Source: an optimization exercise on an open RTL-to-GDS flow (aim: small area). Production flows keep margins and buffers that such runs may drop.
The RTL was checked by simulation tests, not by an equivalence proof against the original design.
The flow treats the clock pin as an ideal source, which a real chip does not have.
Power and IR drop assume default switching activity.

File: flow/flow/run.sh
#!/bin/bash
set -euo pipefail
export CTS_ARGS="-sink_clustering_enable -repair_clock_nets -dont_use_dummy_load -buf_list sky130_fd_sc_hd__clkbuf_8 -sink_clustering_size 16 -sink_clustering_max_diameter 60"
export BUFFER_PORTS_ARGS="-buffer_cell sky130_fd_sc_hd__buf_1"
bash standard.sh > standard.log 2>&1
File: flow/standard.sh
#!/bin/bash
# synth_recipe.tcl (not shown) runs the flow's synth.tcl, then flattens the netlist and writes it again
# the make line also repeats each setting of config.mk as NAME=value (left out here)
make -C /OpenROAD-flow-scripts/flow DESIGN_CONFIG=/design/flow/config.mk WORK_HOME=/design/flow/orfs CLKGATE_MAP_FILE= SYNTH_SCRIPT=/design/flow/synth_recipe.tcl "${@:-finish}"
File: flow/config.mk
export PLATFORM = sky130hd
export DESIGN_NAME = reram_activation_buffer
export DESIGN_NICKNAME = reram_activation_buffer
export VERILOG_FILES = /design/flow/design.v
export SDC_FILE = /design/flow/constraint.sdc
export NUM_CORES = 4
export LEC_CHECK = 0
export CAP_MARGIN = 20
export CORE_MARGIN = 2
export CORE_UTILIZATION = 60
export CTS_BUF_LIST = sky130_fd_sc_hd__clkbuf_8
export CTS_CLUSTER_DIAMETER = 60
export CTS_CLUSTER_SIZE = 16
export PLACE_DENSITY = 0.72
export SLEW_MARGIN = 20
File: flow/constraint.sdc
create_clock -name core_clock -period 6.0 [get_ports {clk}]
set_input_delay 1.2000 -clock core_clock [delete_from_list [all_inputs] [get_ports {clk}]]
set_output_delay 1.2000 -clock core_clock [all_outputs]
set_load 0.01 [all_outputs]
File: flow/design.v
module reram_activation_buffer #(
   parameter int NUM_NEURONS = 256,
   parameter int IDX_W       = 8,
   parameter int IN_W        = 16,
   parameter int OUT_W       = 8,
   parameter int SHIFT       = 4
) (
   input  logic                   clk,
   input  logic                   rst,
   input  logic                   in_valid,
   input  logic [IDX_W-1:0]       in_idx,
   input  logic signed [IN_W-1:0] in_value,
   output logic                   out_valid,
   input  logic                   out_ready,
   output logic [OUT_W-1:0]       out_data,
   output logic [IDX_W-1:0]       out_idx,
   output logic                   out_last,
   output logic                   frame_done,
   output logic                   drop_err,
   output logic                   dup_err,
   input  logic                   err_clear,
   output logic                   argmax_valid,
   output logic [IDX_W-1:0]       argmax_idx
);
   localparam int NW = NUM_NEURONS;
   logic                   drain;      
   logic [IDX_W-1:0]       cnt;        
   logic [NW-1:0]          bitmap;
   logic [OUT_W-1:0]       mem [NW];
   logic [IDX_W-1:0]       ra;
   logic [OUT_W-1:0]       rd_data;
   logic                   wr_en;
   logic                   is_dup;
   logic                   enter_drain;
   logic                   hs;
   logic                   last_hs;
   logic signed [IN_W-1:0] shifted;
   logic [OUT_W-1:0]       act_val;
   assign shifted = in_value >>> SHIFT;
   always_comb begin
      act_val = shifted[OUT_W-1:0];
      if (in_value[IN_W-1])
         act_val = '0;
      else if (|shifted[IN_W-2:OUT_W])
         act_val = '1;
   end
   assign wr_en = !drain && in_valid;
   assign ra    = cnt + IDX_W'(out_valid);
   localparam int K  = 8;
   localparam int KW = 3;             
   localparam int NG = NW / K;
   logic [K-1:0]     ra_oh;
   logic [OUT_W-1:0] grp_data [NG];
   always_comb begin
      for (int j = 0; j < K; j++)
         ra_oh[j] = (ra[KW-1:0] == KW'(j));
      for (int g = 0; g < NG; g++) begin
         grp_data[g] = '0;
         for (int j = 0; j < K; j++)
            grp_data[g] = grp_data[g] | (mem[K*g+j] & {OUT_W{ra_oh[j]}});
      end
   end
   assign rd_data = grp_data[ra[IDX_W-1:KW]];
   logic [NW-1:0] wsel;
   always_comb begin
      for (int i = 0; i < NW; i++)
         wsel[i] = wr_en && (in_idx == IDX_W'(i));
   end
   assign is_dup = |(bitmap & wsel);
   always_ff @(posedge clk) begin
      for (int i = 0; i < NW; i++)
         if (wsel[i])
            mem[i] <= act_val;
   end
   assign enter_drain = wr_en && !is_dup && (cnt == IDX_W'(NW-1));
   assign hs       = out_valid && out_ready;
   assign out_idx  = cnt;
   assign out_last = out_valid && (cnt == IDX_W'(NW-1));
   assign last_hs  = hs && out_last;
   always_ff @(posedge clk or posedge rst) begin
      if (rst)
         bitmap <= '0;
      else if (last_hs)
         bitmap <= '0;
      else
         bitmap <= bitmap | wsel;
   end
   always_ff @(posedge clk or posedge rst) begin
      if (rst) begin
         drain      <= 1'b0;
         cnt        <= '0;
         out_valid  <= 1'b0;
         frame_done <= 1'b0;
      end else begin
         frame_done <= last_hs;
         if (!drain) begin
            if (wr_en && !is_dup)
               cnt <= cnt + 1'b1;
            if (enter_drain)
               drain <= 1'b1;
         end else begin
            if (!out_valid)
               out_valid <= 1'b1;
            else if (hs) begin
               cnt <= cnt + 1'b1;
               if (out_last) begin
                  out_valid <= 1'b0;
                  drain     <= 1'b0;
               end
            end
         end
      end
   end
   always_ff @(posedge clk) begin
      if (drain && (!out_valid || out_ready))
         out_data <= rd_data;
   end
   always_ff @(posedge clk or posedge rst) begin
      if (rst) begin
         drop_err <= 1'b0;
         dup_err  <= 1'b0;
      end else if (err_clear) begin
         drop_err <= 1'b0;
         dup_err  <= 1'b0;
      end else begin
         if (in_valid && drain)
            drop_err <= 1'b1;
         if (wr_en && is_dup)
            dup_err <= 1'b1;
      end
   end
   logic [IN_W+IDX_W-1:0] max_key;
   logic [IN_W+IDX_W-1:0] in_key;
   logic                  first;
   assign in_key = {~in_value[IN_W-1], in_value[IN_W-2:0], ~in_idx};
   assign first  = (cnt == '0);
   always_ff @(posedge clk) begin
      if (wr_en && (first || (in_key > max_key)))
         max_key <= in_key;
   end
   assign argmax_valid = drain;
   assign argmax_idx   = drain ? ~max_key[IDX_W-1:0] : '0;
endmodule
==> impl_metrics.csv, run 1 <==
group,metric,value,unit
floorplan,die-area,0.1529,mm^2
critical_path,worst-path-buf-inv,2,
critical_path,crit_path_end_kind,"register",
yosys,synth_area,0.08984,mm^2
placed_design,placed_area,0.09428,mm^2
placed_design,place_inst,7809,
grt,antenna_found_initial,22,
critical_path,path_class,"register to register",
clock_tree,postCtsSetupRepairBufs,0,
placed_design,io_buffers,58,
timing,slew_headroom,16.91,%
timing,worst-slew-pin-transition,1.242,ns
run_status,status,"no timing/DRC/antenna violations",
critical_path,rr_startpoint,"out_valid",
yosys,syn_avg_cell_area,15.35,um^2
critical_path,crit_required,6.72,ns
grt,gr-total-overflow,0,
critical_path,critical-path-max-stage-delay,0.83,ns
flow_run,drv_cap,0,
timing,period_needed,5.621,ns
power,p_sw,0.01410,W
power,p_int,0.02476,W
critical_path,worst_r2r_path_depth,13,
clock_tree,post_cts_resized,0,
clock_tree,clkSinkCount,2349,
cells_and_area,drive_above_1_share,10.46,%
critical_path,crit_path_start,"out_valid",
clock_tree,hold_buffers,0,
timing,setup_viol,0,
cells_and_area,nets,6101,
clock_tree,clk_pin_slew_worst_paths,0.10,ns
power,powerDensity,401.7,mW/mm^2
timing,rsz0062_at_grt,"no",
critical_path,path_depth,13,
power,combPwrFrac,34.4,%
clock_tree,htreeDepth,4,
detailed_routing,wl,280.9,mm
detailed_routing,route.antenna.remaining_nets,0,
timing,post-route-period-util,93.68,%
grt,grt_usage,36.75,%
timing,hold_viol,0,
clock_tree,cts_tree,"done",
yosys,yosys_warnings,3,
clock_tree,insertion_delay,1.00,ns
power,p_clk_share,18.7,%
detailed_routing,firstDrtPassIters,6,
yosys,synthArstFlopShare,11.45,%
clock_tree,cts.root.buffer_cell,"clkbuf_8",
critical_path,arrival,6.34,ns
cells_and_area,finalInstanceArea,0.09673,mm^2
clock_tree,cts_max_path_buffers,3,
power,peakVddDrop,0.0004672,V
placed_design,gp_congestion,1.102,
critical_path,path_cells,"ha_1 > ha_1 > xor2_2 > and2_4 > buf_4 > buf_4 > a22oi_1 > nand2_1 > o21ai_0 > nand3_1 > nor4_1 > nand3_1 > mux2_2",
critical_path,cp_max_fo,39,
cells_and_area,stdcell_count,7992,
critical_path,crit_family,"simple AND/OR/NAND/NOR gates",
detailed_routing,dr_total_vias,56492,
timing,max_freq,177.9,MHz
yosys,yosysUniqueCellTypes,86,
yosys,netlist_instances,5852,
grt,grt_max_degree,203,
timing,fin_tns_setup,0,ns
power,total_power,0.03886,W
critical_path,timing.rr.end,"out_data[2]",
worst_hold_path,hp-class,"primary input to asynchronous set/reset pin",
timing,finClkSkew,0.1322,ns
detailed_routing,post_drt_wl_per_cell,35.14,um
power,p_leak,32.82,nW
yosys,synth_nets,5910,
floorplan,row_count,142,
critical_path,cp_slowest_cell,"nor4_1",
timing,whs,0.3880,ns
cells_and_area,fillCellCount,10406,
detailed_routing,drtIter0Drc,9481,
floorplan,dieHeight,391.0,um
clock_tree,cts_buffers,171,
power,p_sw_share,36.28,%
grt,grt_first_pass_wirelength,394.1,mm
floorplan,initial_utilization,60.20,%
yosys,synth-main-ff-cell,"edfxtp_1",
floorplan,die_w,391.0,um
power,p_seq_share,46.8,%
yosys,ys_seq_area_share,77.01,%
yosys,synth_edf_count,2080,
timing,drv_slew,0,
critical_path,r2r_slack,0.38,ns
floorplan,io_pins,59,
cells_and_area,area.growth.synth_to_final,7.671,%
critical_path,critPathLaunchType,"register",
floorplan,core-area,0.1492,mm^2
placed_design,place_hpwl,191.8,mm
grt,grt_pass1_vias,52527,
detailed_routing,drc,0,
detailed_routing,vias_per_cell,7.069,
yosys,ys_seq_elements,2349,
[cell families after synthesis]
logic type	Yosys count	share of synthesized area [%]
AND/OR/NAND/NOR	1389	7.048
buffers and inverters	430	1.971
XOR/XNOR	10	0.1142
adder cells (fa/ha/maj)	29	0.4039
AO/OA/AOI/OAI	1606	12.99
flip-flops	2349	77.01
multiplexers	39	0.4596
[cells in the mapped netlist, types with 21 or more instances]
cell	count	area [um^2]
buf_1	94	352.8
inv_1	46	172.7
clkbuf_1	211	792.0
ha_1	29	362.9
and3_1	23	143.9
buf_2	64	320.3
a31oi_1	45	281.5
o21ai_0	207	1036
nor3_1	33	165.2
nand4_1	85	531.8
mux2i_1	21	210.2
nor2_1	494	1854
edfxtp_1	2080	62460
nand3_1	108	540.5
o21a_1	163	1224
nand2_1	486	1824
a22oi_1	917	6884
dfrtp_1	269	6731
and2_1	23	143.9
a21oi_1	39	195.2
a22o_1	65	569.3
nor4_1	26	162.7
a221oi_1	60	525.5
[power groups by stage]
| stage | clock network (W) | registers (W) | logic (W) |
|---|---|---|---|
| floorplan | 0 | 0.0185 | 0.00763 |
| global placement | 0 | 0.0185 | 0.0129 |
| detailed placement | 0 | 0.0185 | 0.0131 |
| CTS | 0.00730 | 0.0182 | 0.0131 |
| global route | 0.00784 | 0.0182 | 0.0142 |
| finish | 0.00728 | 0.0182 | 0.0134 |
[cell usage in the layout, fill, tap and decap left out, drive strengths merged, types with 12 or more instances in the layout]
cell    instances
o21a          163
a22o           65
a221oi         62
dfrtp         269
inv            46
nand4          87
a22oi         917
a21oi          39
clkbuf        178
and3           23
mux2i          21
nor2          494
o22ai          18
edfxtp       2080
nand3         110
o21ai         210
nor4           29
nor3           33
nor2b          14
a21o           12
and2           23
nand2         488
a32oi          13
a31oi          46
ha             29
mux2           18
buf           392
[routing by layer]
| metal | up-vias | share of wire (%) | GRT usage, % |
|---|---|---|---|
| met1 | 28629 | 38 | 54.23 |
| met3 | 570 | 15 | 11.29 |
| met5 | - | 0.072 | 0 |
| met2 | 4088 | 44 | 52.82 |
| met4 | 10 | 3.7 | 11.58 |
| li1 | 23195 | - | - |
[metrics by stage]
| step | util [%] | worst slack, ns |
|---|---|---|
| 6_report | 64.82 | 0.3795 |
| 5_1_grt | 64.81 | 0.4141 |
| 4_1_cts | 64.75 | 0.4506 |
| 3_5_place_dp | 63.17 | 0.5265 |
| 3_3_place_gp | 63.13 | 0.6233 |
| 2_1_floorplan | - | -0.5910 |
[area by class of cell]
class                           count  area (um^2)  share of cell area, %
Antenna cell                        7        17.52                0.01811
Inverter                           49        190.2                 0.1966
Timing Repair Buffer              399         3376                  3.490
Tap cell                         1944         2432                  2.514
Multi-Input combinational cell   3073        19170                  19.82
Sequential cell                  2349        69190                  71.53
Clock buffer                      171         2354                  2.433
[worst register-to-register path, cell delays in order, from the launching register on]
cell     delay [ns]
dfrtp_1        0.57
ha_1           0.36
ha_1           0.44
xor2_2         0.20
and2_4         0.43
buf_4          0.33
buf_4          0.25
a22oi_1        0.22
nand2_1        0.16
o21ai_0        0.73
nand3_1        0.26
nor4_1         0.83
nand3_1        0.25
mux2_2         0.33
[flip-flops by register name, summed over array words and instances (netlist names)]
name	cells
mem	2048
drop_err	1
out_data	8
cnt	8
frame_done	1
dup_err	1
out_valid	1
drain	1
max_key	24
bitmap	256
[worst max path at each step]
stage | to | slack, ns
finish | out_data[2] | 0.38
global route | out_data[2] | 0.41
CTS | out_data[2] | 0.45
detailed placement | out_data[2] | 0.53
global placement | out_data[2] | 0.62
floorplan | mem[0][0] | -0.59
==> inputs of run 2 (changes only) <==
--- a/flow/design.v
+++ b/flow/design.v
@@ -61,5 +61,12 @@
       end
    end
-   assign rd_data = grp_data[ra[IDX_W-1:KW]];
+   logic [NG-1:0]    rg_oh;
+   always_comb begin
+      for (int g = 0; g < NG; g++)
+         rg_oh[g] = (ra[IDX_W-1:KW] == (IDX_W-KW)'(g));
+      rd_data = '0;
+      for (int g = 0; g < NG; g++)
+         rd_data = rd_data | (grp_data[g] & {OUT_W{rg_oh[g]}});
+   end
    logic [NW-1:0] wsel;
    always_comb begin
==> impl_metrics.csv, run 2 <==
group,metric,value,unit
placed_design,pre_cts_slack,0.2876,ns
yosys,synth.largest_area_cell,"edfxtp_1",
timing,finClkSkew,0.06866,ns
timing,post-route-period-util,93.08,%
clock_tree,cts_max_path_buffers,3,
floorplan,io_pins,59,
run_status,status,"no timing/DRC/antenna violations",
cells_and_area,regMostFlops,"mem",
critical_path,crit_top_cell,"ha_1",
grt,met2_usage,57.44,%
grt,grt_usage,39.06,%
critical_path,timing.rr.end,"out_data[7]",
timing,setup_ws,0.4154,ns
timing,rsz0062_at_grt,"no",
critical_path,crit_path_start,"cnt[0]",
critical_path,crit_path_end_kind,"register",
timing,slew_headroom,13.58,%
critical_path,arrival,6.26,ns
yosys,synth_area,0.08876,mm^2
power,p_leak,31.36,nW
clock_tree,cts_buffers,173,
yosys,synth_top_area_share,70.37,%
detailed_routing,firstDrtPassIters,9,
timing,max_freq,179.1,MHz
grt,grtUsageMet3,10.15,%
worst_hold_path,hp-class,"primary input to asynchronous set/reset pin",
grt,grt_pass1_vias,51387,
timing,period_needed,5.585,ns
cells_and_area,layout_common_cells,"edfxtp_1 (2080), a22oi_1 (642), nor2_1 (497)",
detailed_routing,vias_per_cell,7.229,
cells_and_area,area.growth.synth_to_final,7.735,%
detailed_routing,drc,0,
critical_path,rr_startpoint,"cnt[0]",
floorplan,initial_utilization,60.25,%
placed_design,placed_area,0.09318,mm^2
clock_tree,clkSinkCount,2349,
placed_design,gp_congestion,1.063,
yosys,yosys_warnings,3,
grt,grt-busiest-layer,"met2",
yosys,ys_seq_area_share,77.95,%
critical_path,path_cells,"ha_1 > ha_1 > xnor2_1 > nor3_2 > buf_12 > buf_4 > a22o_1 > a221oi_1 > nand3_1 > a22oi_1 > nand4_1 > or4_1",
yosys,synthArstFlopShare,11.45,%
yosys,netlist_instances,5442,
flow_run,drv_cap,0,
yosys,syn_avg_cell_area,16.31,um^2
clock_tree,clk_pin_slew_worst_paths,0.10,ns
yosys,synth_common_cells,"edfxtp_1 (2080), a22oi_1 (642), nor2_1 (550)",
detailed_routing,post_drt_wl_per_cell,38.98,um
critical_path,cp_slowest_cell,"a22oi_1",
critical_path,critical-path-max-stage-delay,0.77,ns
critical_path,worst_r2r_path_depth,12,
floorplan,dieHeight,388.6,um
detailed_routing,drtIter0Drc,8894,
floorplan,die-area,0.1510,mm^2
detailed_routing,wl,295.4,mm
timing,setup_viol,0,
critical_path,path_class,"register to register",
floorplan,core-area,0.1473,mm^2
cells_and_area,largest_reg_flops,2048,
clock_tree,cts.root.buffer_cell,"clkbuf_8",
power,total_power,0.04202,W
cells_and_area,reg_top3,"mem (2048), bitmap (256), max_key (24)",
clock_tree,postCtsSetupRepairBufs,0,
critical_path,r2r_slack,0.42,ns
clock_tree,cts_tree,"done",
yosys,synth_edf_count,2080,
clock_tree,insertion_delay,0.94,ns
power,powerDensity,439.4,mW/mm^2
floorplan,row_count,141,
cells_and_area,final_common_cell,"edfxtp_1",
clock_tree,hold_buffers,0,
critical_path,cp_max_fo,51,
critical_path,crit_required,6.67,ns
grt,met1_usage,54.58,%
grt,gr-total-overflow,0,
detailed_routing,route.antenna.remaining_nets,0,
yosys,synth.most_common_cell,"edfxtp_1",
placed_design,io_buffers,58,
grt,grt_max_degree,163,
clock_tree,htreeDepth,4,
timing,hold_viol,0,
floorplan,die_w,388.6,um
cells_and_area,postLayoutCoreUtil,64.92,%
placed_design,place_hpwl,198.9,mm
yosys,synth_nets,5500,
yosys,yosysUniqueCellTypes,78,
cells_and_area,finalInstanceArea,0.09563,mm^2
yosys,synth-main-ff-cell,"edfxtp_1",
timing,drv_slew,0,
grt,antenna_found_initial,16,
yosys,synthTopCellsByArea,"edfxtp_1 (70%), dfrtp_1 (7.6%), a22oi_1 (5.4%)",
cells_and_area,drive_above_1_share,10.85,%
critical_path,critPathLaunchType,"register",
yosys,ys_seq_elements,2349,
detailed_routing,dr_total_vias,54772,
grt,grt_first_pass_wirelength,406.6,mm
cells_and_area,nets,5703,
power,peakVddDrop,0.0007497,V
timing,worst-slew-pin-transition,1.291,ns
clock_tree,post_cts_resized,0,
## run 2: cell count changes in the layout (fill, tap and decap cells not counted), moves of 38 or more
cell      change
a22o_1      +196
nand3_1     +173
a221oi_1    +201
o21ai_0     -194
nand2_1     -427
nor2_1       +38
a22oi_1     -275
## run 2: kinds of logic after synthesis
group                      count (synthesis)  share of synthesized area [%]
AOI/OAI and AO/OA                       1459                          12.99
buffers and inverters                    406                          1.793
and+or+nand+nor                         1130                          6.075
adders and majority gates                 29                         0.4088
muxes                                     52                         0.6104
DFF                                     2349                          77.95
xor gates and xnor gates                  17                         0.1678
## run 2: how the worst max path moves through the flow
stage	cells after the start	slack (ns)	endpoint
after detailed placement	11	0.29	cnt[2]
after global routing	12	0.40	out_data[7]
after global placement	11	0.30	cnt[2]
after CTS	12	0.60	out_data[7]
after floorplan	5	-0.59	mem[0][0]
final	12	0.42	out_data[7]
## run 2: metal layers
metal	routed length (um)	up-vias
met5	172	-
met4	18020	14
met3	37410	692
met2	130400	3985
met1	109400	27864
li1	-	22217
## run 2: power by group
part | switching, W | leakage [nW] | internal [W]
registers | 0.000309 | 22.4 | 0.0181
clock network | 0.00473 | 1.24 | 0.00258
logic | 0.0118 | 7.72 | 0.00453
## run 2: critical path: cells and delay by family (launching register included)
family                   cells  cell delay (ns)
AO/OA/AOI/OAI                3             1.30
XOR/XNOR                     1             0.60
adder cells (fa/ha/maj)      2             0.57
buffers and inverters        2             0.54
flip-flops                   1             0.50
AND/OR/NAND/NOR              4             1.70
## run 2: layout make-up
| class | instances | area (um^2) |
|---|---|---|
| antenna | 4 | 10.01 |
| timing repair buffer | 388 | 3179 |
| fill | 10214 | 51680 |
| sequential | 2349 | 69190 |
| tap | 1930 | 2415 |
| inverter | 46 | 178.9 |
| multi-input combinational | 2687 | 18270 |
| clock buffer | 173 | 2381 |
## run 2: metrics by stage
step | hold WS (ns) | instances | setup TNS [ns]
6_report | 0.3493 | 7577 | 0
5_1_grt | 0.3342 | 7574 | 0
4_1_cts | 0.2875 | 7570 | 0
3_5_place_dp | 0.4760 | 7397 | 0
3_3_place_gp | 0.4715 | 7393 | 0
2_1_floorplan | 0.4561 | 5442 | -1210.29
==> inputs of run 3 (changes only) <==
--- a/flow/design.v
+++ b/flow/design.v
@@ -74,5 +74,5 @@
          wsel[i] = wr_en && (in_idx == IDX_W'(i));
    end
-   assign is_dup = |(bitmap & wsel);
+   assign is_dup = !fresh && |(bitmap & wsel);
    always_ff @(posedge clk) begin
       for (int i = 0; i < NW; i++)
@@ -85,9 +85,14 @@
    assign out_last = out_valid && (cnt == IDX_W'(NW-1));
    assign last_hs  = hs && out_last;
+   logic fresh;
    always_ff @(posedge clk or posedge rst) begin
       if (rst)
-         bitmap <= '0;
-      else if (last_hs)
-         bitmap <= '0;
+         fresh <= 1'b1;
+      else
+         fresh <= 1'b0;
+   end
+   always_ff @(posedge clk) begin
+      if (fresh || last_hs)
+         bitmap <= wsel;
       else
          bitmap <= bitmap | wsel;
==> impl_metrics.csv, run 3 <==
group,metric,value,unit
clock_tree,postCtsSetupRepairBufs,0,
cells_and_area,fillCellCount,10019,
flow_run,drv_cap,0,
detailed_routing,drc,0,
critical_path,critical-path-max-stage-delay,0.84,ns
critical_path,critPathLaunchType,"register",
timing,hold_viol,0,
timing,rsz0062_at_grt,"no",
yosys,synth_common_cells,"edfxtp_1 (2080), a22oi_1 (764), nor2_1 (312)",
cells_and_area,regArea,0.06794,mm^2
yosys,syn_avg_cell_area,16.06,um^2
yosys,synth.most_common_cell,"edfxtp_1",
cells_and_area,nets,5722,
timing,max_freq,186.9,MHz
detailed_routing,route.antenna.remaining_nets,0,
cells_and_area,final_common_cell,"edfxtp_1",
clock_tree,cts.root.buffer_cell,"clkbuf_8",
detailed_routing,wl_met2,117.9,mm
clock_tree,insertion_delay,0.97,ns
yosys,synth.largest_area_cell,"edfxtp_1",
detailed_routing,firstDrtPassIters,6,
clock_tree,hold_buffers,0,
timing,worst-slew-pin-transition,1.310,ns
yosys,netlist_instances,5477,
detailed_routing,wl,265.7,mm
power,p_sw_share,34.44,%
critical_path,rr_startpoint,"cnt[0]",
cells_and_area,multi_input_area,0.01856,mm^2
critical_path,path_cells,"ha_1 > ha_1 > xnor2_1 > nor3b_2 > buf_12 > buf_4 > buf_4 > a22oi_1 > nand2_1 > o21ai_0 > o21ai_0 > nor4_2 > nand4_1",
floorplan,dieHeight,386.9,um
critical_path,timing.rr.end,"out_data[6]",
placed_design,pre_cts_slack,0.8612,ns
critical_path,worst_r2r_path_depth,13,
yosys,ys_seq_elements,2350,
yosys,synth_area,0.08799,mm^2
timing,post-route-period-util,89.16,%
clock_tree,post_cts_resized,0,
timing,finClkSkew,0.1118,ns
cells_and_area,regMostFlops,"mem",
clock_tree,clk_pin_slew_worst_paths,0.10,ns
worst_hold_path,hp-class,"primary input to asynchronous set/reset pin",
timing,drv_slew,0,
power,peakVddDrop,0.0006106,V
critical_path,worst-path-buf-inv,3,
yosys,synthArstFlopShare,0.5957,%
timing,setup_ws,0.6506,ns
timing,setup_viol,0,
timing,period_needed,5.349,ns
cells_and_area,postLayoutCoreUtil,64.90,%
power,combPwrFrac,31.8,%
critical_path,cp_slowest_cell,"o21ai_0",
yosys,ys_seq_area_share,77.21,%
power,powerDensity,391.5,mW/mm^2
detailed_routing,wl_met3,35.26,mm
grt,antenna_found_initial,13,
floorplan,die-area,0.1497,mm^2
cells_and_area,finalInstanceArea,0.09447,mm^2
power,p_leak,32.20,nW
power,total_power,0.03698,W
critical_path,crit_path_end_kind,"register",
placed_design,gp_congestion,1.049,
yosys,synth_nets,5535,
yosys,synth_edf_count,2080,
detailed_routing,post_drt_wl_per_cell,35.03,um
critical_path,crit_family,"compound AO/OA/AOI/OAI gates",
grt,grt_pass1_vias,50283,
floorplan,core-area,0.1456,mm^2
floorplan,row_count,140,
cells_and_area,layout_common_cells,"edfxtp_1 (2080), a22oi_1 (764), nand2_1 (290)",
run_status,status,"no timing/DRC/antenna violations",
grt,grt_max_degree,161,
clock_tree,cts_max_path_buffers,3,
cells_and_area,reg_top3,"mem (2048), bitmap (256), max_key (24)",
yosys,synth_top_area_share,70.99,%
clock_tree,cts_buffers,170,
power,p_seq_share,48.7,%
timing,slew_headroom,12.34,%
placed_design,place_hpwl,177.7,mm
critical_path,cp_max_fo,38,
grt,grt_usage,35.16,%
clock_tree,cts_tree,"done",
critical_path,crit_required,6.63,ns
detailed_routing,highest_layer,"met5",
cells_and_area,largest_reg_flops,2048,
power,p_int,0.02424,W
yosys,synth-main-ff-cell,"edfxtp_1",
critical_path,arrival,5.98,ns
clock_tree,htreeDepth,4,
cells_and_area,area.growth.synth_to_final,7.373,%
placed_design,placed_area,0.09209,mm^2
detailed_routing,wl_met1,101.0,mm
cells_and_area,drive_above_1_share,11.20,%
critical_path,r2r_slack,0.65,ns
detailed_routing,dr_total_vias,53734,
critical_path,path_class,"register to register",
yosys,yosys_warnings,3,
grt,grt_first_pass_wirelength,373.9,mm
detailed_routing,drtIter0Drc,8875,
placed_design,io_buffers,58,
floorplan,initial_utilization,60.44,%
grt,gr-total-overflow,0,
floorplan,die_w,386.9,um
yosys,yosysUniqueCellTypes,91,
floorplan,io_pins,59,
clock_tree,clkSinkCount,2350,
yosys,synthTopCellsByArea,"edfxtp_1 (71%), a22oi_1 (6.5%), dfxtp_1 (5.8%)",
power,p_sw,0.01274,W
power,p_clk_share,19.5,%
detailed_routing,vias_per_cell,7.086,
## run 3: routing by layer
layer / GRT usage (%) / vias to the layer above
li1: - / 22306
met1: 51.19 / 27120
met2: 51.97 / 3774
met3: 8.540 / 520
met4: 13.18 / 14
met5: 0 / -
## run 3: final cells by class
| cell class | instances | share of cell area [%] |
|---|---|---|
| Timing Repair Buffer | 368 | 3.263 |
| Sequential cell | 2350 | 71.91 |
| Tap cell | 1917 | 2.539 |
| Inverter | 40 | 0.1589 |
| Clock buffer | 170 | 2.477 |
| Multi-Input combinational cell | 2734 | 19.64 |
| Antenna cell | 4 | 0.01060 |
## run 3: cells by family after synthesis
family                     Yosys count  synth area share (%)
AOI/OAI and AO/OA                 1685                 14.37
and+or+nand+nor                    965                 5.320
muxes                               42                0.5617
buffers and inverters              393                 1.982
adders and majority gates           29                0.4124
other                                1              0.004262
DFF                               2350                 77.21
xor gates and xnor gates            12                0.1365
## run 3: metrics by stage
step	instances	hold WS [ns]	setup TNS, ns
floorplan	5477	0.4181	-1210.29
global placement	7405	0.4274	0
detailed placement	7408	0.4345	0
CTS	7578	0.3160	0
global route	7580	0.3844	0
finish	7583	0.3783	0
## run 3: how the worst max path moves through the flow
stage | startpoint | endpoint | depth (start not counted)
2_1_floorplan | in_value[15] | mem[0][0] | 5
3_3_place_gp | cnt[0] | out_data[6] | 14
3_5_place_dp | cnt[0] | out_data[6] | 13
4_1_cts | cnt[0] | out_data[6] | 13
5_1_grt | cnt[0] | out_data[6] | 13
6_report | cnt[0] | out_data[6] | 13
## run 3: power groups by stage
stage | combinational [W] | sequential (W) | clock (W)
floorplan | 0.00693 | 0.0183 | 0
global placement | 0.0114 | 0.0184 | 0
detailed placement | 0.0116 | 0.0184 | 0
CTS | 0.0116 | 0.0180 | 0.00725
global route | 0.0125 | 0.0180 | 0.00774
finish | 0.0118 | 0.0180 | 0.00721
==> inputs of run 4 (changes only) <==
--- a/flow/design.v
+++ b/flow/design.v
@@ -27,5 +27,5 @@
    logic [IDX_W-1:0]       cnt;        
    logic [NW-1:0]          bitmap;
-   logic [OUT_W-1:0]       mem [NW];
+   logic [NW-1:0][OUT_W-1:0] mem;
    logic [IDX_W-1:0]       ra;
    logic [OUT_W-1:0]       rd_data;
@@ -72,11 +72,16 @@
    always_comb begin
       for (int i = 0; i < NW; i++)
-         wsel[i] = wr_en && (in_idx == IDX_W'(i));
+         wsel[i] = wr_en && (in_idx[7:4] == 4'(i >> 4)) && (in_idx[3:0] == 4'(i & 15));
    end
    assign is_dup = !fresh && |(bitmap & wsel);
+   logic [NW-1:0] whold;
+   always_comb begin
+      for (int i = 0; i < NW; i++)
+         whold[i] = !wr_en || (in_idx[7:5] != 3'(i >> 5)) ||
+                    (in_idx[4:2] != 3'((i >> 2) & 7)) || (in_idx[1:0] != 2'(i & 3));
+   end
    always_ff @(posedge clk) begin
       for (int i = 0; i < NW; i++)
-         if (wsel[i])
-            mem[i] <= act_val;
+         mem[i] <= (mem[i] & {OUT_W{whold[i]}}) | (act_val & {OUT_W{wsel[i]}});
    end
    assign enter_drain = wr_en && !is_dup && (cnt == IDX_W'(NW-1));
==> impl_metrics.csv, run 4 <==
group,metric,value,unit
yosys,synth_common_cells,"nand2_1 (2474), dfxtp_1 (2304), o21ai_0 (1608)",
cells_and_area,area.growth.synth_to_final,6.958,%
cells_and_area,fillCellCount,12157,
clock_tree,cts_max_path_buffers,3,
yosys,synthAdderAreaFrac,0.4155,%
critical_path,arrival,6.40,ns
cells_and_area,layout_common_cells,"nand2_1 (2474), dfxtp_1 (2304), o21ai_0 (1578)",
critical_path,crit_path_end_kind,"register",
cells_and_area,reg_top3,"mem (2048), bitmap (256), max_key (24)",
grt,grt_max_degree,143,
cells_and_area,final_common_cell,"nand2_1",
floorplan,row_count,140,
floorplan,io_pins,59,
critical_path,cp_max_fo,103,
yosys,synth-simple-area-share,13.90,%
timing,fin_tns_setup,0,ns
yosys,synth_edf_count,32,
floorplan,initial_utilization,60.22,%
cells_and_area,nets,9704,
yosys,synthTopCellsByArea,"dfxtp_1 (53%), nand2_1 (11%), o21ai_0 (9.2%)",
clock_tree,insertion_delay,0.97,ns
timing,rsz0062_at_grt,"no",
yosys,synth_area,0.08734,mm^2
grt,grt_usage,50.21,%
detailed_routing,firstDrtPassIters,8,
timing,setup_viol,0,
power,total_power,0.03169,W
placed_design,place_inst,11390,
yosys,synthMuxAreaShare,0.7464,%
detailed_routing,drc,0,
placed_design,gp_congestion,1.175,
detailed_routing,dr_total_vias,81227,
clock_tree,clkSinkCount,2350,
clock_tree,cts.root.buffer_cell,"clkbuf_8",
yosys,synthArstFlopShare,0.5957,%
grt,gr-total-overflow,0,
yosys,synth.most_common_cell,"nand2_1",
yosys,synth_nets,9767,
timing,finClkSkew,0.1023,ns
grt,grt_first_pass_wirelength,536.3,mm
floorplan,dieHeight,385.5,um
timing,period_needed,5.756,ns
power,peakVddDrop,0.0004892,V
critical_path,critPathLaunchType,"register",
critical_path,path_class,"register to register",
cells_and_area,regMostFlops,"mem",
detailed_routing,vias_per_cell,7.008,
detailed_routing,route.antenna.remaining_nets,0,
clock_tree,hold_buffers,0,
yosys,syn_avg_cell_area,8.995,um^2
timing,max_freq,173.7,MHz
cells_and_area,drive_above_1_share,6.595,%
clock_tree,clk_pin_slew_worst_paths,0.11,ns
yosys,synth-compound-area-share,27.31,%
clock_tree,cts_tree,"done",
timing,hold_viol,0,
floorplan,die_w,385.5,um
flow_run,drv_cap,0,
clock_tree,post_cts_resized,0,
cells_and_area,multi_input_area,0.03760,mm^2
critical_path,crit_required,6.64,ns
timing,slew_headroom,8.474,%
yosys,yosysUniqueCellTypes,86,
critical_path,crit_path_start,"out_valid",
timing,worst-slew-pin-transition,1.368,ns
yosys,ys_seq_area_share,54.32,%
clock_tree,htreeDepth,4,
cells_and_area,largest_reg_flops,2048,
floorplan,core-area,0.1450,mm^2
grt,antenna_found_initial,41,
timing,post-route-period-util,95.93,%
cells_and_area,stdcell_count,11590,
yosys,synth.largest_area_cell,"dfxtp_1",
detailed_routing,wl,384.6,mm
timing,drv_slew,0,
yosys,synth_top_area_share,52.81,%
placed_design,io_buffers,58,
cells_and_area,postLayoutCoreUtil,64.41,%
grt,grt_pass1_vias,72748,
power,powerDensity,339.3,mW/mm^2
critical_path,rr_startpoint,"out_valid",
yosys,yosys_warnings,2,
yosys,netlist_instances,9709,
floorplan,die-area,0.1486,mm^2
worst_hold_path,hp-class,"primary input to asynchronous set/reset pin",
power,p_leak,36.15,nW
clock_tree,cts_buffers,170,
yosys,synth_xor_area_share,0.1776,%
detailed_routing,post_drt_wl_per_cell,33.19,um
clock_tree,postCtsSetupRepairBufs,0,
cells_and_area,regArea,0.04744,mm^2
detailed_routing,drtIter0Drc,12419,
run_status,status,"no timing/DRC/antenna violations",
yosys,synth-main-ff-cell,"dfxtp_1",
yosys,synth_top_family_by_area,"compound AO/OA/AOI/OAI gates",
placed_design,place_hpwl,270.2,mm
yosys,ys_seq_elements,2350,
run 4: cell types whose count changed after synthesis, sizes merged, moves of 84 or more:
cell,previous run,this run
dfxtp,256,2304
nand2,298,2477
a22o,142,817
a21o,268,92
nor2,314,229
edfxtp,2080,32
a221o,5,89
clkbuf,150,488
o21ai,134,1609
run 4: final cells by class:
cell class,count,area share [%]
multi-input cells,6677,40.26
repair buffers,406,3.649
diodes,29,0.07769
well taps,1917,2.568
flip-flops and latches,2350,50.78
inverters,41,0.1647
clock buffers,170,2.505
run 4: per-layer routing:
| metal | routed length [um] | GRT usage [%] | vias up |
|---|---|---|---|
| li1 | - | - | 34624 |
| met1 | 139200 | 63.55 | 39140 |
| met2 | 154500 | 70.30 | 6066 |
| met3 | 56700 | 18.22 | 1365 |
| met4 | 34030 | 36.37 | 32 |
| met5 | 219 | 0 | - |
run 4: cells by family (layout without fill, tap and decap cells):
logic type	Yosys count	in the layout
compound gates	3543	3543
xor+xnor	16	16
fa+ha+maj	29	29
buf+inv	682	617
flops	2350	2350
mux	64	64
other cells	1	30
simple gates	3024	3024
run 4: where the power goes:
part / switching (W) / internal, W / leakage [nW] / total (W)
Combinational: 0.00612 / 0.00150 / 15.9 / 0.00762
Sequential: 0.000407 / 0.0162 / 19.1 / 0.0166
Clock: 0.00493 / 0.00254 / 1.22 / 0.00747
run 4: final timing paths:
kind                          endpoint  slack, ns  cells past startpoint
max                        out_data[1]       0.24                     12
min                             cnt[4]       0.30                      2
max reg2reg                out_data[1]       0.24                     12
min reg2reg                 bitmap[70]       0.45                      2
max in group asynchronous      dup_err       5.27                      2
min in group core_clock     bitmap[70]       0.45                      2
run 4: metrics by stage:
stage | cell area, um^2 | setup slack [ns] | hold slack (ns)
6_report | 93410 | 0.2445 | 0.3002
4_1_cts | 93320 | 0.8387 | 0.2732
2_1_floorplan | 87340 | 1.703 | 0.4155
3_3_place_gp | 90930 | 0.8259 | 0.4312
3_5_place_dp | 90980 | 0.8500 | 0.4359
5_1_grt | 93350 | 0.5156 | 0.3402
run 4: critical path, cell delays in order, from the launching register on:
cell and delay [ns]:
dfrtp_1 0.47, ha_1 0.25, ha_1 0.28, xnor2_2 0.39, nor3_2 0.25, buf_12 0.29, buf_4 0.43, a22oi_1 0.20
nand2_1 0.11, o21ai_0 0.65, nand3_1 0.55, nor4_1 1.23, nand2_1 0.12
==> inputs of run 5 (changes only) <==
--- a/flow/design.v
+++ b/flow/design.v
@@ -27,5 +27,5 @@
    logic [IDX_W-1:0]       cnt;        
    logic [NW-1:0]          bitmap;
-   logic [NW-1:0][OUT_W-1:0] mem;
+   logic [OUT_W-1:0]       mem [NW];
    logic [IDX_W-1:0]       ra;
    logic [OUT_W-1:0]       rd_data;
@@ -72,16 +72,28 @@
    always_comb begin
       for (int i = 0; i < NW; i++)
-         wsel[i] = wr_en && (in_idx[7:4] == 4'(i >> 4)) && (in_idx[3:0] == 4'(i & 15));
+         wsel[i] = wr_en && (in_idx == IDX_W'(i));
    end
-   assign is_dup = !fresh && |(bitmap & wsel);
-   logic [NW-1:0] whold;
+   logic [K-1:0]  wa_oh;
+   logic [NG-1:0] wg_oh;
+   logic [NG-1:0] grp_flag;
+   logic          flag_rd;
    always_comb begin
-      for (int i = 0; i < NW; i++)
-         whold[i] = !wr_en || (in_idx[7:5] != 3'(i >> 5)) ||
-                    (in_idx[4:2] != 3'((i >> 2) & 7)) || (in_idx[1:0] != 2'(i & 3));
+      for (int j = 0; j < K; j++)
+         wa_oh[j] = (in_idx[KW-1:0] == KW'(j));
+      for (int g = 0; g < NG; g++)
+         wg_oh[g] = (in_idx[IDX_W-1:KW] == (IDX_W-KW)'(g));
+      flag_rd = 1'b0;
+      for (int g = 0; g < NG; g++) begin
+         grp_flag[g] = 1'b0;
+         for (int j = 0; j < K; j++)
+            grp_flag[g] = grp_flag[g] | (bitmap[K*g+j] & wa_oh[j]);
+         flag_rd = flag_rd | (grp_flag[g] & wg_oh[g]);
+      end
    end
+   assign is_dup = !fresh && flag_rd;
    always_ff @(posedge clk) begin
       for (int i = 0; i < NW; i++)
-         mem[i] <= (mem[i] & {OUT_W{whold[i]}}) | (act_val & {OUT_W{wsel[i]}});
+         if (wsel[i])
+            mem[i] <= act_val;
    end
    assign enter_drain = wr_en && !is_dup && (cnt == IDX_W'(NW-1));
==> impl_metrics.csv, run 5 <==
group,metric,value,unit
run_status,status,"no timing/DRC/antenna violations",
detailed_routing,vias_per_cell,7.316,
detailed_routing,post_drt_wl_per_cell,36.35,um
cells_and_area,largest_reg_flops,2048,
worst_hold_path,hp-class,"primary input to asynchronous set/reset pin",
clock_tree,cts.root.buffer_cell,"clkbuf_8",
cells_and_area,final_common_cell,"edfxtp_1",
grt,grt_pass1_vias,49657,
timing,max_freq,180.5,MHz
yosys,synthArstFlopShare,0.5957,%
floorplan,die-area,0.1477,mm^2
grt,gr-total-overflow,0,
grt,grt_max_degree,143,
clock_tree,hold_buffers,0,
floorplan,die_w,384.3,um
timing,finClkSkew,0.09577,ns
clock_tree,clk_pin_slew_worst_paths,0.10,ns
critical_path,worst_r2r_path_depth,11,
cells_and_area,multi_input_area,0.01748,mm^2
critical_path,cp_slowest_cell,"a22oi_1",
yosys,synth_nets,5231,
clock_tree,postCtsSetupRepairBufs,0,
timing,whs,0.2653,ns
timing,setup_ws,0.4599,ns
cells_and_area,area.growth.synth_to_final,7.068,%
cells_and_area,reg_top3,"mem (2048), bitmap (256), max_key (24)",
power,combPwrFrac,37.2,%
clock_tree,cts_buffers,169,
clock_tree,cts_tree,"done",
critical_path,r2r_slack,0.46,ns
detailed_routing,route.antenna.remaining_nets,0,
timing,period_needed,5.540,ns
power,p_leak,30.66,nW
detailed_routing,firstDrtPassIters,20,
yosys,synth_common_cells,"edfxtp_1 (2080), a22oi_1 (1027), nor2_1 (335)",
clock_tree,cts_max_path_buffers,3,
power,p_sw_share,39.79,%
yosys,netlist_instances,5174,
detailed_routing,wl,263.2,mm
critical_path,critPathLaunchType,"register",
power,p_seq_share,44.9,%
clock_tree,clkSinkCount,2350,
critical_path,arrival,6.25,ns
yosys,yosys_warnings,3,
cells_and_area,regMostFlops,"mem",
power,p_int,0.02433,W
detailed_routing,dr_total_vias,52980,
power,p_clk_share,17.9,%
yosys,synth-main-ff-cell,"edfxtp_1",
cells_and_area,layout_common_cells,"edfxtp_1 (2080), a22oi_1 (1027), nor2_1 (305)",
power,p_sw,0.01608,W
critical_path,rr_startpoint,"out_valid",
floorplan,initial_utilization,60.42,%
grt,grt_first_pass_wirelength,370.3,mm
critical_path,path_cells,"ha_1 > ha_1 > xnor2_1 > nor2_4 > buf_12 > buf_4 > a22oi_1 > nand4_1 > a22oi_1 > nand4_1 > or4_1",
yosys,yosysUniqueCellTypes,77,
grt,antenna_found_initial,20,
yosys,synth_top_area_share,71.97,%
critical_path,critical-path-max-stage-delay,0.71,ns
critical_path,timing.rr.end,"out_data[0]",
critical_path,path_class,"register to register",
cells_and_area,nets,5384,
timing,slew_headroom,13.68,%
timing,worst-slew-pin-transition,1.290,ns
critical_path,crit_path_end_kind,"register",
timing,setup_viol,0,
yosys,synth.largest_area_cell,"edfxtp_1",
cells_and_area,drive_above_1_share,10.07,%
floorplan,row_count,139,
detailed_routing,drc,0,
floorplan,dieHeight,384.3,um
yosys,synthTopCellsByArea,"edfxtp_1 (72%), a22oi_1 (8.9%), dfxtp_1 (5.9%)",
floorplan,core-area,0.1437,mm^2
yosys,ys_seq_elements,2350,
clock_tree,htreeDepth,4,
power,powerDensity,434.9,mW/mm^2
critical_path,crit_required,6.71,ns
placed_design,pre_cts_slack,0.7990,ns
power,peakVddDrop,0.0008310,V
timing,hold_viol,0,
yosys,ys_seq_area_share,78.27,%
yosys,syn_avg_cell_area,16.77,um^2
placed_design,place_hpwl,163.8,mm
yosys,synth_edf_count,2080,
placed_design,place_inst,7059,
critical_path,cp_max_fo,106,
cells_and_area,regArea,0.06794,mm^2
timing,drv_slew,0,
yosys,synth.most_common_cell,"edfxtp_1",
timing,rsz0062_at_grt,"no",
cells_and_area,stdcell_count,7242,
cells_and_area,fillCellCount,9894,
placed_design,io_buffers,58,
detailed_routing,drtIter0Drc,9837,
flow_run,drv_cap,0,
grt,grt_usage,35.66,%
yosys,synth_area,0.08679,mm^2
clock_tree,insertion_delay,0.96,ns
clock_tree,post_cts_resized,0,
floorplan,io_pins,59,
placed_design,gp_congestion,1.056,
timing,post-route-period-util,92.33,%
-- run 5: how the worst max path moves through the flow --
stage / startpoint / endpoint / slack, ns / cells past startpoint
after floorplan: in_value[15] / mem[0][0] / -0.59 / 5
after global routing: out_valid / out_data[0] / 0.53 / 11
final: out_valid / out_data[0] / 0.46 / 11
after CTS: out_valid / out_data[0] / 0.84 / 11
after detailed placement: in_idx[6] / cnt[1] / 0.80 / 9
after global placement: in_idx[6] / cnt[1] / 0.81 / 9
-- run 5: logic make-up (layout without fill, tap and decap cells) --
logic type / after synthesis / in the layout / share of synthesized area (%)
buffers and inverters: 374 / 525 / 1.796
muxes: 88 / 88 / 1.690
DFF: 2350 / 2350 / 78.27
other: 1 / 15 / 0.004321
AOI/OAI and AO/OA: 1530 / 1530 / 13.16
and+or+nand+nor: 787 / 787 / 4.506
xor gates and xnor gates: 16 / 16 / 0.1615
adders and majority gates: 28 / 28 / 0.4037
-- run 5: power groups by stage --
| stage | logic, W | registers (W) | clock network (W) |
|---|---|---|---|
| detailed placement | 0.0143 | 0.0185 | 0 |
| floorplan | 0.00738 | 0.0184 | 0 |
| global placement | 0.0142 | 0.0185 | 0 |
| CTS | 0.0144 | 0.0181 | 0.00725 |
| finish | 0.0150 | 0.0181 | 0.00723 |
| global route | 0.0153 | 0.0181 | 0.00775 |
-- run 5: metrics by stage --
| step | instance area (um^2) | util, % | TNS, ns | power [W] |
|---|---|---|---|---|
| finish | 92930 | 64.69 | 0 | 0.04041 |
| CTS | 92890 | 64.66 | 0 | 0.03973 |
| global placement | 90490 | 62.99 | 0 | 0.03270 |
| detailed placement | 90560 | 63.04 | 0 | 0.03282 |
| global route | 92910 | 64.67 | 0 | 0.04116 |
| floorplan | 86810 | - | -1210.29 | 0.02578 |
-- run 5: layout make-up --
cell class              count  area share [%]
diodes                     14         0.03770
clock buffers             169           2.503
inverters                  38          0.1535
multi-input cells        2450           18.81
flip-flops and latches   2350           73.11
well taps                1903           2.562
repair buffers            318           2.822
-- run 5: per-layer routing --
metal	track usage, %	share of wire, %
met1	47.22	34
met2	50.54	43
met3	14.22	15
met4	19.42	6.7
met5	2.729	0.30
-- run 5: critical path, delay by kind of cell, from the launching register on --
kind	cells	cell delay, ns
flip-flops	1	0.50
AO/OA/AOI/OAI	2	1.01
XOR/XNOR	1	0.70
AND/OR/NAND/NOR	4	1.64
buffers and inverters	2	0.72
adder cells (fa/ha/maj)	2	0.60
==> inputs of run 6 (changes only) <==
--- a/flow/config.mk
+++ b/flow/config.mk
@@ -8,8 +8,8 @@
 export CAP_MARGIN = 20
 export CORE_MARGIN = 2
-export CORE_UTILIZATION = 60
+export CORE_UTILIZATION = 65
 export CTS_BUF_LIST = sky130_fd_sc_hd__clkbuf_8
 export CTS_CLUSTER_DIAMETER = 60
 export CTS_CLUSTER_SIZE = 16
-export PLACE_DENSITY = 0.72
+export PLACE_DENSITY = 0.76
 export SLEW_MARGIN = 20
==> impl_metrics.csv, run 6 <==
group,metric,value,unit
critical_path,crit_required,6.65,ns
timing,whs,0.2315,ns
critical_path,arrival,5.88,ns
timing,post-route-period-util,87.13,%
detailed_routing,dr_total_vias,52723,
yosys,synthArstFlopShare,0.5957,%
yosys,synth_common_cells,"edfxtp_1 (2080), a22oi_1 (1027), nor2_1 (335)",
yosys,synth_xor_area_share,0.1615,%
timing,worst-slew-pin-transition,1.289,ns
clock_tree,insertion_delay,1.02,ns
yosys,synthAdderAreaFrac,0.4037,%
cells_and_area,layout_common_cells,"edfxtp_1 (2080), a22oi_1 (1027), nor2_1 (308)",
placed_design,io_buffers,58,
power,p_leak,30.67,nW
yosys,synth_top_area_share,71.97,%
yosys,ys_seq_elements,2350,
yosys,synth_area,0.08679,mm^2
floorplan,initial_utilization,65.28,%
placed_design,pre_cts_slack,1.026,ns
floorplan,dieHeight,369.4,um
yosys,synth.largest_area_cell,"edfxtp_1",
detailed_routing,post_drt_wl_per_cell,36.30,um
power,powerDensity,430.5,mW/mm^2
yosys,yosys_warnings,3,
critical_path,path_class,"register to register",
cells_and_area,nets,5383,
timing,period_needed,5.228,ns
floorplan,io_pins,59,
critical_path,cp_max_fo,75,
grt,met1_usage,51.82,%
grt,gr-total-overflow,0,
clock_tree,cts_tree,"done",
floorplan,die_w,369.4,um
critical_path,crit_path_end_kind,"register",
timing,finClkSkew,0.1045,ns
yosys,syn_avg_cell_area,16.77,um^2
cells_and_area,regMostFlops,"mem",
grt,grt_usage,37.86,%
critical_path,timing.rr.end,"out_data[7]",
yosys,yosysUniqueCellTypes,77,
timing,rsz0062_at_grt,"no",
detailed_routing,firstDrtPassIters,8,
cells_and_area,finalInstanceArea,0.09276,mm^2
critical_path,r2r_slack,0.77,ns
critical_path,critPathLaunchType,"register",
clock_tree,cts_buffers,168,
cells_and_area,drive_above_1_share,9.936,%
placed_design,place_hpwl,159.9,mm
grt,grt_pass1_vias,49321,
detailed_routing,wl,257.6,mm
yosys,synth-compound-area-share,13.16,%
timing,setup_ws,0.7720,ns
clock_tree,postCtsSetupRepairBufs,0,
detailed_routing,route.antenna.remaining_nets,0,
clock_tree,cts_max_path_buffers,3,
grt,grt_max_degree,153,
yosys,synth_top_family_by_area,"compound AO/OA/AOI/OAI gates",
timing,setup_viol,0,
floorplan,core-area,0.1330,mm^2
worst_hold_path,hp-class,"primary input to asynchronous set/reset pin",
floorplan,die-area,0.1365,mm^2
cells_and_area,reg_top3,"mem (2048), bitmap (256), max_key (24)",
detailed_routing,drc,0,
yosys,synth_edf_count,2080,
yosys,synth_nets,5231,
yosys,synthMuxAreaShare,1.690,%
clock_tree,hold_buffers,0,
placed_design,placed_area,0.09037,mm^2
clock_tree,clkSinkCount,2350,
placed_design,gp_congestion,1.057,
timing,hold_viol,0,
timing,slew_headroom,13.72,%
grt,met2_usage,53.76,%
timing,drv_slew,0,
grt,grt-busiest-layer,"met2",
yosys,synth.most_common_cell,"edfxtp_1",
floorplan,row_count,134,
cells_and_area,largest_reg_flops,2048,
flow_run,drv_cap,0,
timing,max_freq,191.3,MHz
grt,grt_first_pass_wirelength,362.6,mm
yosys,synth-simple-area-share,4.506,%
clock_tree,post_cts_resized,0,
yosys,netlist_instances,5174,
clock_tree,cts.root.buffer_cell,"clkbuf_8",
cells_and_area,area.growth.synth_to_final,6.878,%
cells_and_area,final_common_cell,"edfxtp_1",
critical_path,rr_startpoint,"out_valid",
detailed_routing,drtIter0Drc,9798,
power,total_power,0.03993,W
cells_and_area,postLayoutCoreUtil,69.77,%
grt,antenna_found_initial,13,
critical_path,worst_r2r_path_depth,11,
power,peakVddDrop,0.0005456,V
detailed_routing,vias_per_cell,7.431,
yosys,synth-main-ff-cell,"edfxtp_1",
yosys,synthTopCellsByArea,"edfxtp_1 (72%), a22oi_1 (8.9%), dfxtp_1 (5.9%)",
clock_tree,htreeDepth,4,
clock_tree,clk_pin_slew_worst_paths,0.10,ns
grt,grtUsageMet3,13.68,%
run_status,status,"no timing/DRC/antenna violations",
yosys,ys_seq_area_share,78.27,%
## run 6: worst max-delay path by stage
| stage | startpoint | end | cells after the start |
|---|---|---|---|
| detailed placement | out_valid | out_data[0] | 11 |
| finish | out_valid | out_data[7] | 11 |
| floorplan | in_value[15] | mem[0][0] | 5 |
| global route | out_valid | out_data[1] | 12 |
| global placement | in_idx[0] | cnt[6] | 11 |
| CTS | out_valid | out_data[0] | 11 |
## run 6: cell families after synthesis
family / count (synthesis)
other: 1
flip-flops: 2350
adder cells (fa/ha/maj): 28
buffers and inverters: 374
AO/OA/AOI/OAI: 1530
AND/OR/NAND/NOR: 787
multiplexers: 88
XOR/XNOR: 16
## run 6: area by class of cell
type | count | area [um^2]
diodes | 3 | 7.507
inverters | 38 | 142.6
repair buffers | 318 | 2669
flip-flops and latches | 2350 | 67940
clock buffers | 168 | 2312
multi-input cells | 2450 | 17480
well taps | 1768 | 2212
fillers | 8340 | 40190
## run 6: metrics by stage
step / std cells / TNS [ns]
floorplan: 5174 / -1210.29
global placement: 6920 / 0
detailed placement: 6922 / 0
CTS: 7090 / 0
global route: 7093 / 0
finish: 7095 / 0
## run 6: worst max-delay path, stage by stage (launching register included)
cell     delay [ns]
dfrtp_1        0.53
ha_1           0.27
ha_1           0.35
xor2_1         0.64
nor2_4         0.28
buf_12         0.29
buf_12         0.34
a22oi_1        0.22
nand4_1        0.23
a21oi_1        0.64
nand4_1        0.37
or4_1          0.58
## run 6: report_power, final
part | internal [W] | leakage (nW) | switching (W)
Sequential | 0.0179 | 20.9 | 0.000197
Combinational | 0.00379 | 8.53 | 0.0108
Clock | 0.00251 | 1.21 | 0.00470
## run 6: per-layer routing
layer  share of wire [%]  vias up
li1                    -    21255
met1                  34    26154
met2                  43     4506
met3                  16      784
met4                 6.2       24
met5               0.088        -
==> inputs of run 7 (changes only) <==
==> flow/flow/run.sh (replaced) <==
#!/bin/bash
set -euo pipefail
export CTS_ARGS="-sink_clustering_enable -repair_clock_nets -dont_use_dummy_load -buf_list sky130_fd_sc_hd__clkbuf_8 -sink_clustering_size 18 -sink_clustering_max_diameter 60"
export BUFFER_PORTS_ARGS="-buffer_cell sky130_fd_sc_hd__buf_1"
bash standard.sh > standard.log 2>&1
--- a/flow/config.mk
+++ b/flow/config.mk
@@ -8,8 +8,8 @@
 export CAP_MARGIN = 20
 export CORE_MARGIN = 2
-export CORE_UTILIZATION = 65
+export CORE_UTILIZATION = 60
 export CTS_BUF_LIST = sky130_fd_sc_hd__clkbuf_8
 export CTS_CLUSTER_DIAMETER = 60
-export CTS_CLUSTER_SIZE = 16
-export PLACE_DENSITY = 0.76
+export CTS_CLUSTER_SIZE = 18
+export PLACE_DENSITY = 0.72
 export SLEW_MARGIN = 20
==> impl_metrics.csv, run 7 <==
group,metric,value,unit
floorplan,die-area,0.1477,mm^2
placed_design,pre_cts_slack,0.7990,ns
yosys,syn_avg_cell_area,16.77,um^2
detailed_routing,route.antenna.remaining_nets,0,
clock_tree,cts_max_path_buffers,3,
timing,rsz0062_at_grt,"no",
power,p_int,0.02417,W
clock_tree,cts_buffers,157,
yosys,synthArstFlopShare,0.5957,%
critical_path,worst_r2r_path_depth,11,
power,p_leak,30.58,nW
yosys,ys_seq_area_share,78.27,%
timing,post-route-period-util,92.07,%
critical_path,cp_max_fo,95,
timing,finClkSkew,0.09301,ns
grt,grt_first_pass_wirelength,369.2,mm
yosys,synth.most_common_cell,"edfxtp_1",
floorplan,dieHeight,384.3,um
cells_and_area,largest_reg_flops,2048,
floorplan,io_pins,59,
detailed_routing,vias_per_cell,7.298,
critical_path,critPathLaunchType,"register",
critical_path,arrival,6.14,ns
timing,setup_ws,0.4759,ns
power,p_sw_share,39.80,%
yosys,synth.largest_area_cell,"edfxtp_1",
run_status,status,"no timing/DRC/antenna violations",
timing,setup_viol,0,
floorplan,initial_utilization,60.42,%
timing,hold_viol,0,
cells_and_area,multi_input_area,0.01748,mm^2
yosys,synthTopCellsByArea,"edfxtp_1 (72%), a22oi_1 (8.9%), dfxtp_1 (5.9%)",
detailed_routing,wl,262.5,mm
grt,gr-total-overflow,0,
grt,antenna_found_initial,17,
yosys,synth_edf_count,2080,
clock_tree,cts.root.buffer_cell,"clkbuf_8",
clock_tree,postCtsSetupRepairBufs,0,
cells_and_area,layout_common_cells,"edfxtp_1 (2080), a22oi_1 (1027), nor2_1 (306)",
cells_and_area,regArea,0.06794,mm^2
clock_tree,cts_tree,"done",
timing,period_needed,5.524,ns
cells_and_area,fillCellCount,9899,
power,combPwrFrac,37.3,%
floorplan,core-area,0.1437,mm^2
yosys,synth_area,0.08679,mm^2
yosys,yosysUniqueCellTypes,77,
clock_tree,clk_pin_slew_worst_paths,0.10,ns
placed_design,io_buffers,58,
clock_tree,insertion_delay,0.97,ns
floorplan,die_w,384.3,um
placed_design,place_inst,7059,
critical_path,r2r_slack,0.48,ns
power,p_sw,0.01598,W
floorplan,row_count,139,
critical_path,timing.rr.end,"out_data[5]",
grt,grt_usage,35.54,%
clock_tree,post_cts_resized,0,
detailed_routing,post_drt_wl_per_cell,36.27,um
clock_tree,clkSinkCount,2350,
yosys,synth_top_area_share,71.97,%
cells_and_area,reg_top3,"mem (2048), bitmap (256), max_key (24)",
timing,slew_headroom,7.882,%
timing,whs,0.2727,ns
detailed_routing,firstDrtPassIters,22,
timing,drv_slew,0,
detailed_routing,drtIter0Drc,9550,
critical_path,crit_required,6.62,ns
yosys,synth_nets,5231,
power,p_seq_share,45.2,%
detailed_routing,drc,0,
grt,grt_max_degree,143,
critical_path,rr_startpoint,"out_valid",
power,total_power,0.04015,W
clock_tree,htreeDepth,4,
cells_and_area,final_common_cell,"edfxtp_1",
detailed_routing,dr_total_vias,52809,
clock_tree,hold_buffers,0,
yosys,ys_seq_elements,2350,
yosys,synth-main-ff-cell,"edfxtp_1",
cells_and_area,postLayoutCoreUtil,64.58,%
power,p_clk_share,17.5,%
yosys,yosys_warnings,3,
flow_run,drv_cap,0,
power,peakVddDrop,0.0008289,V
cells_and_area,drive_above_1_share,9.861,%
cells_and_area,nets,5373,
timing,worst-slew-pin-transition,1.369,ns
yosys,netlist_instances,5174,
cells_and_area,stdcell_count,7236,
critical_path,path_class,"register to register",
placed_design,place_hpwl,163.8,mm
yosys,synth_common_cells,"edfxtp_1 (2080), a22oi_1 (1027), nor2_1 (335)",
cells_and_area,area.growth.synth_to_final,6.898,%
cells_and_area,regMostFlops,"mem",
timing,max_freq,181.0,MHz
grt,grt_pass1_vias,49655,
critical_path,crit_path_end_kind,"register",
worst_hold_path,hp-class,"primary input to asynchronous set/reset pin",
placed_design,gp_congestion,1.056,
power,powerDensity,432.7,mW/mm^2
[run 7: worst max-delay path by stage]
stage | start | end | slack (ns) | depth (start not counted)
CTS | out_valid | out_data[0] | 0.83 | 11
finish | out_valid | out_data[5] | 0.48 | 11
global placement | in_idx[6] | cnt[1] | 0.81 | 9
detailed placement | in_idx[6] | cnt[1] | 0.80 | 9
floorplan | in_value[15] | mem[0][0] | -0.59 | 5
global route | out_valid | out_data[0] | 0.55 | 11
[run 7: layout make-up]
class                           count  share of cell area [%]
Inverter                           38                  0.1537
Sequential cell                  2350                   73.22
Antenna cell                       19                 0.05125
Multi-Input combinational cell   2450                   18.84
Tap cell                         1903                   2.566
Clock buffer                      157                   2.329
Timing Repair Buffer              319                   2.835
[run 7: through the flow]
step,TNS [ns],instance area (um^2)
3_5_place_dp,0,90560
3_3_place_gp,0,90490
4_1_cts,0,92720
2_1_floorplan,-1210.29,86810
6_report,0,92780
5_1_grt,0,92750
[run 7: power groups by stage]
stage | combinational (W) | clock [W] | sequential (W)
final | 0.0150 | 0.00702 | 0.0181
after global placement | 0.0142 | 0 | 0.0185
after detailed placement | 0.0143 | 0 | 0.0185
after floorplan | 0.00738 | 0 | 0.0184
after global routing | 0.0153 | 0.00755 | 0.0181
after CTS | 0.0144 | 0.00703 | 0.0181
[run 7: logic make-up (layout without fill, tap and decap cells)]
kind of cell               count (synthesis)  after routing  share of synthesized area [%]
other                                      1             20                       0.004321
DFF                                     2350           2350                          78.27
AOI/OAI and AO/OA                       1530           1530                          13.16
muxes                                     88             88                          1.690
adders and majority gates                 28             28                         0.4037
and+or+nand+nor                          787            787                          4.506
xor gates and xnor gates                  16             16                         0.1615
buffers and inverters                    374            514                          1.796
[run 7: layer usage]
metal / track usage (%) / vias up / share of wire [%]
li1: - / 21275 / -
met1: 47.33 / 26493 / 35
met2: 50.46 / 4198 / 43
met3: 13.56 / 823 / 15
met4: 19.42 / 20 / 6.9
met5: 3.216 / - / 0.29
[run 7: worst max-delay path, cell delays in order (launching register included)]
cell     delay, ns
dfrtp_1       0.50
ha_1          0.30
ha_1          0.31
xnor2_1       0.68
nor2_4        0.40
buf_12        0.35
buf_4         0.39
a22oi_1       0.26
nand4_1       0.24
a22oi_1       0.85
nand4_1       0.19
or4_1         0.54

==> static timing again, ports no longer ideal <==
How much do the figures lean on ideal ports? The routed layouts below were timed once more, with nothing changed but the port constraints.
Step 1 assumes that a clkbuf_16 drives the clock port and a buf_2 every other input.
Step 2 times the ports against the registers' clock, not the clock port: input delays grow and output delays shrink by t, the midpoint of the rising clock arrivals with the driver on.
a / b / c = ideal / step 1 / step 2; a / b = the first two.
| run | t (ns) | slack for setup (ns) | worst setup path after step 2 | clock arrival spread, ns |
|---|---|---|---|---|
| run 1 | 1.012 | 0.379 / 0.379 / 0.379 | register to register | 0.136 / 0.137 |
| run 2 | 1.013 | 0.415 / 0.415 / 0.000 | input to register | 0.109 / 0.108 |
| run 3 | 1.003 | 0.651 / 0.651 / 0.651 | register to register | 0.112 / 0.112 |
| run 4 | 1.004 | 0.244 / 0.244 / 0.244 | register to register | 0.102 / 0.102 |
| run 5 | 0.995 | 0.460 / 0.460 / 0.312 | input to register | 0.109 / 0.108 |
| run 6 | 1.022 | 0.772 / 0.772 / 0.772 | register to register | 0.125 / 0.125 |
| run 7 | 0.993 | 0.476 / 0.476 / 0.095 | input to register | 0.107 / 0.107 |
For run 2, which loses most, drivers alone change the setup slack by 0.000 ns; drivers and shift together by -0.415 ns.
